From an optimization exercise on the open Yosys and OpenROAD flow, aimed at small area and a short achievable clock period; shortcuts taken in it are not production practice.
Function was checked by simulation only, so behaviour that the tests miss may differ from the original.
No activity file was given, so power comes from the tool's default toggle rates.

Setup of build 93:
Design pifo_queue, start of the top module:
module pifo_queue (
  input  logic        clk,
  input  logic        rst,
  input  logic        push_valid,
  input  logic [15:0] push_prio,
  input  logic [3:0]  push_port,
  input  logic [31:0] push_data,
  input  logic        pop_valid,
  input  logic [3:0]  pop_port,
  output logic        pop_rsp_valid,
  output logic [15:0] pop_rsp_prio,
  output logic [3:0]  pop_rsp_port,
  output logic [31:0] pop_rsp_data,
  output logic        drop_valid,
  output logic [15:0] drop_prio,
  output logic [3:0]  drop_port,
  output logic [31:0] drop_data
);
Size in the first run: about 4000 cells after synthesis, ~1100 flip-flops, roughly 51000 um^2 of cells after synthesis.
==> flow/config.mk <==
export PLATFORM = sky130hd
export DESIGN_NAME = pifo_queue
export DESIGN_NICKNAME = pifo_queue
export VERILOG_FILES = /design/flow/design.v
export SDC_FILE = /design/flow/constraint.sdc
export NUM_CORES = 4
export LEC_CHECK = 0
export CAP_MARGIN = 20
export CORE_MARGIN = 2
export CORE_UTILIZATION = 40
export CTS_BUF_LIST = sky130_fd_sc_hd__clkbuf_4
export SLEW_MARGIN = 20
==> flow/constraint.sdc <==
create_clock -name core_clock -period 10.0 [get_ports {clk}]
set_input_delay 2.0000 -clock core_clock [delete_from_list [all_inputs] [get_ports {clk}]]
set_output_delay 2.0000 -clock core_clock [all_outputs]
set_load 0.01 [all_outputs]
standard.sh (not shown) runs the stock make flow with config.mk's settings and CLKGATE_MAP_FILE= SYNTH_SCRIPT=/design/flow/synth_recipe.tcl, a recipe that flattens the netlist after the stock synthesis.
==> flow/flow/run.sh <==
#!/bin/bash
set -euo pipefail
bash standard.sh SETUP_SLACK_MARGIN=5.75 "BUFFER_PORTS_ARGS=-buffer_cell sky130_fd_sc_hd__buf_2" finish > standard_flow.log 2>&1
Both conditions hold for build 93: the flow ran to the end and the final layout passed the timing, DRC and antenna checks.
### build 93 -> build 34
- SETUP_SLACK_MARGIN newly set to 5
- ABC_CLOCK_PERIOD_IN_PS newly set to 4000
- CTS_BUF_LIST removed (was sky130_fd_sc_hd__clkbuf_4)
==> flow/run.sh (new file) <==
#!/bin/bash
# synth_recipe.tcl (not shown) runs the flow's synth.tcl, then flattens the netlist and writes it again
# the make line also repeats each setting of config.mk as NAME=value (left out here)
make -C /OpenROAD-flow-scripts/flow DESIGN_CONFIG=/design/flow/config.mk WORK_HOME=/design/flow/orfs CLKGATE_MAP_FILE= SYNTH_SCRIPT=/design/flow/synth_recipe.tcl finish
removed: flow/flow/run.sh
removed: flow/standard.sh
==> run summary <==
Build 34: all stages complete, timing, DRC and antenna checks passed
Portion of the clock cycle consumed by the worst path in the final layout came out higher on build 34 than on build 93.
Diff build 93 -> build 34: storage element area neither gained nor lost much, count of clock-buffer cells in the layout lost 313, switching share of total power lost 0.77 points, starting density of the core neither gained nor lost much, wire length of the first global-routing pass picked up an extra 2.4%.
Between build 34 and build 93, area growth from synthesis to layout is lower for build 93, build 34 comes in above that.
Run comparison: build 34 end point of the critical path out_q[50]; build 93 end point of the critical path out_q[49]
Build 34: design area higher than build 93
Build 34 against build 93: post-synthesis cell area neither gained nor lost much; maximum vdd ir drop higher.
[inputs] build 52 vs build 34
- PLACE_DENSITY now 0.75, previously not set
- ABC_CLOCK_PERIOD_IN_PS no longer set, was 4000
- CTS_BUF_LIST now sky130_fd_sc_hd__clkbuf_4, previously not set
- SETUP_SLACK_MARGIN no longer set, was 5
==> flow/flow/run.sh (new file) <==
#!/bin/bash
set -euo pipefail
bash standard.sh SETUP_SLACK_MARGIN=6 "BUFFER_PORTS_ARGS=-buffer_cell sky130_fd_sc_hd__buf_2" finish > standard_flow.log 2>&1
==> flow/standard.sh (new file) <==
#!/bin/bash
# synth_recipe.tcl (not shown) runs the flow's synth.tcl, then flattens the netlist and writes it again
# the make line also repeats each setting of config.mk as NAME=value (left out here)
make -C /OpenROAD-flow-scripts/flow DESIGN_CONFIG=/design/flow/config.mk WORK_HOME=/design/flow/orfs CLKGATE_MAP_FILE= SYNTH_SCRIPT=/design/flow/synth_recipe.tcl "${@:-finish}"
removed: flow/run.sh
### Flow results
- Build 52: final cell count 281 above build 34
- Measured against each other, build 52 and build 34 differ in met2 wirelength from detailed routing, the higher figure coming from build 34.
- Higher detailed-route wire length among build 52 and build 34: build 34
- Delta (build 52 minus build 34): clock network latency to the later pin of the worst-skew pair picked up an extra 0.56 ns, mean routed wirelength per cell now sits lower, first-pass GRT wire length decreased about 2.6%.
- Reported for build 52 and build 34, area of the die turned out identical to the last digit.
- Build 52 has number of cells after detailed placement below what build 34 had.
- Relative to build 34, layout-stage area growth over the synthesis result decreased by 0.58 points in build 52.
- Looking at type of the setup path with the least slack, the in -> reg result is from build 34; the reg -> reg one comes from build 52.
- Share of the clock period used by the worst path | build 52 below build 34
### build 52 -> build 58
- PLACE_DENSITY no longer set, was 0.75
Findings:
Relative to build 52, proportion of layout cells with a drive suffix above 1 has gone up in build 58. Est. power | build 58 vs build 52 | build 58 higher. In build 58 the relative contribution of sequential cells to total power turned out 0.8 points lower than in build 52. Taking build 52 as the reference point, the final period demand of the worst path of build 58 falls by 0.098 ns.

-- re-timing with driven ports --
In the flow no input, the clock included, has a driving cell. The finished layouts below were timed again as built, in two steps.
Step 1: set_driving_cell puts a clkbuf_16 on clk and a buf_2 on each other input, an assumption about the parent block.
Step 2 moves the port delays by t, midway between the first and last clock arrival at a register: inputs arrive t later, outputs are due t later. That takes back most of the time a late clock gives input paths.
Slacks: ideal ports / drivers / drivers and shift; pairs: ideal ports / drivers.
| run | shift t [ns] | slack for setup (ns) | clock arrival spread, ns | slew at the worst register clock pin (ns) | cell pins on the clock port's net |
|---|---|---|---|---|---|
| build 93 | 1.347 | 5.681 / 5.721 / 4.374 | 0.180 / 0.180 | 0.09 / 0.09 | 1 |
| build 34 | 0.825 | 4.946 / 4.964 / 4.185 | 0.104 / 0.104 | 0.07 / 0.07 | 1 |
| build 52 | 1.356 | 5.785 / 5.785 / 4.446 | 0.140 / 0.140 | 0.09 / 0.09 | 1 |
| build 58 | 1.358 | 5.883 / 5.803 / 4.445 | 0.143 / 0.143 | 0.09 / 0.09 | 1 |
After both steps every run listed still meets setup and hold. The setup slack of build 58, which loses most, moves by -0.080 ns with the drivers and by -1.438 ns with both steps.
